What follows belongs to an exercise in optimizing a design on an open flow for small area, a short achievable clock period and few clock cycles; a production flow would make more cautious choices. RTL that was checked went through simulation tests only; none was proved equivalent to the original.

Setup of JK:
==> module plpm_datapath, before the edit <==
module plpm_datapath #(
	parameter int LAT = 6
) (
	input  logic                        clk,
	input  logic                        arst_n,
	input  logic                        in_vld,
	input  logic [PIX_W-1:0]            in_pix,
	input  logic                        pw_we,
	input  logic [IDX_W-1:0]            pw_addr,
	input  logic [PT_W-1:0]             pw_data,
	input  logic [6:1]                  nv,
	input  logic [5:0][PIX_W-1:0]       ppos,
	input  logic [5:0][PIX_W-1:0]       plev,
	output logic                        out_vld,
	output logic [PIX_W-1:0]            out_pix
);
	logic [LAT:1] v_q;
	always_ff @(posedge clk or negedge arst_n) begin
		if (!arst_n) begin
			v_q <= '0;
		end else begin
			v_q <= {v_q[LAT-1:1], in_vld};
		end
	end
	assign out_vld = v_q[LAT];
	logic [6:0] sel1;
	plpm_pick u_pick (.a(in_pix), .pw_we(pw_we), .pw_addr(pw_addr), .pw_data(pw_data),
		.nv(nv), .ppos(ppos), .sel(sel1));
	logic [PIX_W-1:0] a2_q;
	logic [6:0]       sel2_q;
	always_ff @(posedge clk) begin
		a2_q   <= in_pix;
		sel2_q <= sel1;
	end
	logic [PIX_W-1:0] b2, bl2, e2, el2;
	plpm_ends u_ends (.sel(sel2_q), .nv(nv), .ppos(ppos), .plev(plev),
		.b(b2), .bl(bl2), .e(e2), .el(el2));
	logic [PIX_W-1:0] t2, d2, m2, base2;
	plpm_seg u_seg (.a(a2_q), .b(b2), .bl(bl2), .e(e2), .el(el2),
		.t(t2), .d(d2), .m(m2), .base(base2));
	logic [PIX_W-1:0] t3_q, m3_q, d3_q, base3_q;
	always_ff @(posedge clk) begin
		t3_q    <= t2;
		m3_q    <= m2;
		d3_q    <= d2;
		base3_q <= base2;
	end
	logic [2*PIX_W-1:0] ys3, yc3;
	plpm_csa u_csa (.t(t3_q), .m(m3_q), .h(d3_q[PIX_W-1:1]), .s(ys3), .c(yc3));
	logic [2*PIX_W-1:0] ys4_q, yc4_q;
	logic [PIX_W-1:0]   d4_q, base4_q;
	logic [PIX_W+1:0]   dt4_q;
	always_ff @(posedge clk) begin
		ys4_q   <= ys3;
		yc4_q   <= yc3;
		d4_q    <= d3_q;
		dt4_q   <= {2'b0, d3_q} + {1'b0, d3_q, 1'b0};
		base4_q <= base3_q;
	end
	logic [PIX_W-1:0] r_q  [6:8];
	logic [PIX_W-1:0] w_q  [6:8];
	logic [PIX_W-1:0] dv_q [6:8];
	logic [PIX_W+1:0] dt_q [6:8];
	logic [PIX_W-1:0] bs_q [6:8];
	logic [PIX_W-1:0] r_in  [6:7];
	logic [PIX_W-1:0] w_in  [6:7];
	logic [PIX_W-1:0] dv_in [6:7];
	logic [PIX_W+1:0] dt_in [6:7];
	logic [PIX_W-1:0] bs_in [6:7];
	always_comb begin
		for (int s = 6; s <= 7; s++) begin
			r_in[s]  = r_q[s];
			w_in[s]  = w_q[s];
			dv_in[s] = dv_q[s];
			dt_in[s] = dt_q[s];
			bs_in[s] = bs_q[s];
		end
	end
	begin : g_div0
		logic [PIX_W-1:0] rn;
		logic [1:0]       q;
		logic [6:0]       lo;
		assign lo = {1'b0, ys4_q[5:0]} + {1'b0, yc4_q[5:0]};
		plpm_div4cs u_d (.zs(ys4_q[15:6]), .zc(yc4_q[15:6]), .cin(lo[6]), .d(d4_q), .d3(dt4_q),
			.q(q), .rn(rn));
		always_ff @(posedge clk) begin
			r_q[6]  <= rn;
			w_q[6]  <= {lo[5:0], q};
			dv_q[6] <= d4_q;
			dt_q[6] <= dt4_q;
			bs_q[6] <= base4_q;
		end
	end
	for (genvar s = 6; s <= 7; s++) begin : g_div
		logic [PIX_W-1:0] rn;
		logic [1:0]       q;
		plpm_div4 u_d (.r(r_in[s]), .bits(w_in[s][7:6]), .d(dv_in[s]), .d3(dt_in[s]), .q(q), .rn(rn));
		always_ff @(posedge clk) begin
			r_q[s+1]  <= rn;
			w_q[s+1]  <= {w_in[s][5:0], q};
			dv_q[s+1] <= dv_in[s];
			dt_q[s+1] <= dt_in[s];
			bs_q[s+1] <= bs_in[s];
		end
	end
	logic [PIX_W-1:0] hi8;
	logic [1:0]       q8;
	logic [PIX_W-1:0] sum8 [4];
	plpm_div4q u_dq (.r(r_q[8]), .bits(w_q[8][7:6]), .d(dv_q[8]), .d3(dt_q[8]), .q(q8));
	always_comb begin
		hi8 = bs_q[8] + {w_q[8][5:0], 2'b00};
		for (int k = 0; k < 4; k++) sum8[k] = hi8 + PIX_W'(k);
	end
	assign out_pix = sum8[q8];
endmodule
==> flow/config.mk <==
export PLATFORM = sky130hd
export DESIGN_NAME = piecewise_linear_pixel_map_top
export DESIGN_NICKNAME = piecewise_linear_pixel_map_top
export VERILOG_FILES = /design/flow/design.v
export SDC_FILE = /design/flow/constraint.sdc
export NUM_CORES = 4
export LEC_CHECK = 0
export CAP_MARGIN = 20
export CORE_MARGIN = 2
export CORE_UTILIZATION = 55
export CTS_CLUSTER_DIAMETER = 100
export CTS_CLUSTER_SIZE = 20
export SETUP_SLACK_MARGIN = 4.9
export SLEW_MARGIN = 20
==> flow/constraint.sdc <==
create_clock -name core_clock -period 8.5 [get_ports {clk}]
set_input_delay 1.7000 -clock core_clock [delete_from_list [all_inputs] [get_ports {clk}]]
set_output_delay 1.7000 -clock core_clock [all_outputs]
set_load 0.01 [all_outputs]
run.sh (not shown) runs the stock make flow with config.mk's settings and CLKGATE_MAP_FILE= SYNTH_SCRIPT=/design/flow/synth_recipe.tcl, a recipe that flattens the netlist after the stock synthesis.
--- input diff JK..MS ---
diff --git a/flow/design.v b/flow/design.v
--- a/flow/design.v
+++ b/flow/design.v
@@ -122,14 +122,16 @@
 		base3_q <= base2;
 	end
 	logic [2*PIX_W-1:0] ys3, yc3;
 	plpm_csa u_csa (.t(t3_q), .m(m3_q), .h(d3_q[PIX_W-1:1]), .s(ys3), .c(yc3));
-	logic [2*PIX_W-1:0] ys4_q, yc4_q;
+	logic [2*PIX_W-1:0] ys4_q, yc4_q;    
+	logic [6:0]         lo4_q;           
 	logic [PIX_W-1:0]   d4_q, base4_q;
 	logic [PIX_W+1:0]   dt4_q;
 	always_ff @(posedge clk) begin
 		ys4_q   <= ys3;
 		yc4_q   <= yc3;
+		lo4_q   <= {1'b0, ys3[5:0]} + {1'b0, yc3[5:0]};
 		d4_q    <= d3_q;
 		dt4_q   <= {2'b0, d3_q} + {1'b0, d3_q, 1'b0};
 		base4_q <= base3_q;
 	end
@@ -155,9 +157,9 @@
 	begin : g_div0
 		logic [PIX_W-1:0] rn;
 		logic [1:0]       q;
 		logic [6:0]       lo;
-		assign lo = {1'b0, ys4_q[5:0]} + {1'b0, yc4_q[5:0]};
+		assign lo = lo4_q;
 		plpm_div4cs u_d (.zs(ys4_q[15:6]), .zc(yc4_q[15:6]), .cin(lo[6]), .d(d4_q), .d3(dt4_q),
 			.q(q), .rn(rn));
 		always_ff @(posedge clk) begin
 			r_q[6]  <= rn;
The higher worst setup slack of MS and JK is in MS. MS vs. JK: post-detailed-placement half-perimeter wirelength increased by 1100 um relative to the old numbers, worst hold slack across all endpoints picked up an extra 0.0054 ns, synthesized cell count now sits higher, worst endpoint data arrival time -0.31 ns, maximum cell stage delay along the critical path climbed 0.46 ns. Number of nets in the finished design of MS is on par with JK. Against JK, MS comes in 2.3% higher on global-route wire length before repair. MS improves on JK in maximum achievable frequency. In MS relative to JK, via count had gone up slightly.
Testbench counts of MS, summed over its fixed seeds: cycles 131,352.
Function not checked in JK: the RTL went through the layout flow alone.

Another version of the RTL of piecewise_linear_pixel_map_top (not shown whole).
Size: roughly 1900 cells after synthesis, roughly 42 I/O pins, ~22000 um2 of cells after synthesis.
==> module plpm_seg, before the edit <==
module plpm_seg (
	input  logic [PIX_W-1:0] a,
	input  logic [PIX_W-1:0] b,
	input  logic [PIX_W-1:0] bl,
	input  logic [PIX_W-1:0] e,
	input  logic [PIX_W-1:0] el,
	output logic [PIX_W-1:0] t,
	output logic [PIX_W-1:0] d,
	output logic [PIX_W-1:0] m,
	output logic [PIX_W-1:0] base
);
	logic zero, neg;
	always_comb begin
		zero = (e == b);
		neg  = (el < bl);
		d    = (e - b) | {7'd0, zero};
		m    = (neg ? bl : el) - (neg ? el : bl);
		t    = (neg ? e : a) - (neg ? a : b);
		base = (neg || zero) ? el : bl;
	end
endmodule
==> module piecewise_linear_pixel_map_top, before the edit <==
module piecewise_linear_pixel_map_top (
	input  logic             clk,
	input  logic             arst_n,
	input  logic             s_tvalid,
	output logic             s_tready,
	input  logic [7:0]       s_tdata,     
	output logic             m_tvalid,
	input  logic             m_tready,
	output logic [7:0]       m_tdata,     
	input  logic             cfg_we,
	input  logic [IDX_W-1:0] cfg_addr,
	input  logic [PT_W-1:0]  cfg_wdata
);
	localparam int LAT   = 8;             
	localparam int QD    = LAT + 2;       
	localparam int CR_W  = $clog2(QD + 1);
	logic             pw_we;
	logic [IDX_W-1:0] pw_addr;
	logic [PT_W-1:0]  pw_data;
	logic [6:1]       nv_q;               
	logic [5:0][PIX_W-1:0] ppos_q, plev_q;
	always_ff @(posedge clk or negedge arst_n) begin
		if (!arst_n) begin
			pw_we <= 1'b0;
		end else begin
			pw_we <= cfg_we;
		end
	end
	always_ff @(posedge clk) begin
		pw_addr <= cfg_addr;
		pw_data <= cfg_wdata;
	end
	logic [PT_W-1:0] cfg_d;
	assign cfg_d = pw_data & {PT_W{arst_n}};
	always_ff @(posedge clk) begin
		if (!arst_n || (pw_we && pw_addr == REG_COUNT)) begin
			for (int j = 1; j <= 6; j++) nv_q[j] <= (cfg_d[CNT_W-1:0] >= CNT_W'(j));
		end
		for (int i = 0; i < 6; i++) begin
			if (!arst_n || (pw_we && pw_addr == IDX_W'(i + 1))) begin
				ppos_q[i] <= cfg_d[PT_W-1:PIX_W];
				plev_q[i] <= cfg_d[PIX_W-1:0];
			end
		end
	end
	logic              acc, pop, push;
	logic [PIX_W-1:0]  res;
	logic [CR_W-1:0]   cr_q, cr_d;
	logic              rdy_q;
	assign acc      = s_tvalid && rdy_q;
	assign s_tready = rdy_q;
	assign pop      = m_tvalid && m_tready;
	assign cr_d     = cr_q + CR_W'(acc) - CR_W'(pop);
	always_ff @(posedge clk or negedge arst_n) begin
		if (!arst_n) begin
			cr_q  <= '0;
			rdy_q <= 1'b0;
		end else begin
			cr_q  <= cr_d;
			rdy_q <= (cr_d < CR_W'(QD));
		end
	end
	plpm_datapath #(.LAT(LAT)) u_dp (
		.clk    (clk),
		.arst_n (arst_n),
		.in_vld (acc),
		.in_pix (s_tdata),
		.nv     (nv_q),
		.ppos   (ppos_q),
		.plev   (plev_q),
		.out_vld(push),
		.out_pix(res)
	);
	plpm_queue #(.DEPTH(QD)) u_q (
		.clk    (clk),
		.arst_n (arst_n),
		.push   (push),
		.din    (res),
		.pop    (pop),
		.vld    (m_tvalid),
		.dout   (m_tdata)
	);
endmodule
==> flow/config.mk <==
export PLATFORM = sky130hd
export DESIGN_NAME = piecewise_linear_pixel_map_top
export DESIGN_NICKNAME = piecewise_linear_pixel_map_top
export VERILOG_FILES = /design/flow/design.v
export SDC_FILE = /design/flow/constraint.sdc
export NUM_CORES = 4
export LEC_CHECK = 0
export CAP_MARGIN = 20
export CORE_MARGIN = 2
export CORE_UTILIZATION = 55
export SETUP_SLACK_MARGIN = 5.0
export SLEW_MARGIN = 20
==> flow/constraint.sdc <==
create_clock -name core_clock -period 8.5 [get_ports {clk}]
set_input_delay 1.7000 -clock core_clock [delete_from_list [all_inputs] [get_ports {clk}]]
set_output_delay 1.7000 -clock core_clock [all_outputs]
set_load 0.01 [all_outputs]
Next try:
--- a/flow/design.v
+++ b/flow/design.v
@@ -197,16 +197,18 @@
 	output logic [PIX_W-1:0] d,
 	output logic [PIX_W-1:0] m,
 	output logic [PIX_W-1:0] base
 );
 	logic zero, neg;
+	logic [PIX_W:0] dl;
 	always_comb begin
 		zero = (e == b);
-		neg  = (el < bl);
 		d    = (e - b) | {7'd0, zero};
-		m    = (neg ? bl : el) - (neg ? el : bl);
-		t    = (neg ? e : a) - (neg ? a : b);
+		dl   = {1'b0, el} - {1'b0, bl};
+		neg  = dl[PIX_W];
+		m    = neg ? bl - el : dl[PIX_W-1:0];
+		t    = neg ? e - a : a - b;
 		base = (neg || zero) ? el : bl;
 	end
 endmodule
 module plpm_div2 (
 	input  logic [PIX_W-1:0] r,
@@ -256,20 +258,24 @@
 	end
 	always_ff @(posedge clk) begin
 		pw_addr <= cfg_addr;
 		pw_data <= cfg_wdata;
 	end
-	logic [PT_W-1:0] cfg_d;
-	assign cfg_d = pw_data & {PT_W{arst_n}};
-	always_ff @(posedge clk) begin
-		if (!arst_n || (pw_we && pw_addr == REG_COUNT)) begin
-			for (int j = 1; j <= 6; j++) nv_q[j] <= (cfg_d[CNT_W-1:0] >= CNT_W'(j));
-		end
-		for (int i = 0; i < 6; i++) begin
-			if (!arst_n || (pw_we && pw_addr == IDX_W'(i + 1))) begin
-				ppos_q[i] <= cfg_d[PT_W-1:PIX_W];
-				plev_q[i] <= cfg_d[PIX_W-1:0];
+	always_ff @(posedge clk or negedge arst_n) begin
+		if (!arst_n) begin
+			nv_q   <= '0;
+			ppos_q <= '0;
+			plev_q <= '0;
+		end else if (pw_we) begin
+			if (pw_addr == REG_COUNT) begin
+				for (int j = 1; j <= 6; j++) nv_q[j] <= (pw_data[CNT_W-1:0] >= CNT_W'(j));
+			end
+			for (int i = 0; i < 6; i++) begin
+				if (pw_addr == IDX_W'(i + 1)) begin
+					ppos_q[i] <= pw_data[PT_W-1:PIX_W];
+					plev_q[i] <= pw_data[PIX_W-1:0];
+				end
 			end
 		end
 	end
 	logic              acc, pop, push;
 	logic [PIX_W-1:0]  res;
Effect: The new run completed with no timing, DRC or antenna violations. Clock-buffer cell count climbs by 11. Core utilization drops by 1.2 points. Final cell count climbs by 6.8%. Routed wire length climbs by 7.2%. Die area climbs by 4.5%. Sequential share of layout area drops by 3.2 points. Register-to-register slack is better by 0.13 ns.
No functional check of the RTL was part of any run of this note.

[afterwards: timing with drivers on the ports]
The results above use ideal ports. As a check the final layouts listed here were re-extracted and re-timed, cells and wires unchanged.
Step 1, drivers: a clkbuf_16 drives clk and a buf_2 each remaining input, both assumed.
Step 2 moves the port delays by t, midway between the first and last clock arrival at a register: inputs arrive t later, outputs are due t later. That takes back most of the time a late clock gives input paths.
a / b / c = no drivers / after step 1 / after step 2; a / b = the first two.
run	t (ns)	setup slack, ns	clock arrival spread, ns	cell pins on the clock port's net
JK	0.627	4.523 / 4.523 / 4.433	0.035 / 0.035	1
MS	0.629	4.856 / 4.856 / 4.440	0.025 / 0.025	1
the first run of note 2	0.618	4.401 / 4.401 / 4.401	0.019 / 0.020	1
the second run of note 2	0.647	4.530 / 4.530 / 4.530	0.021 / 0.020	1
After both steps every run listed still meets setup and hold. The setup slack of MS, which loses most, moves by 0.000 ns with the drivers and by -0.416 ns with both steps.
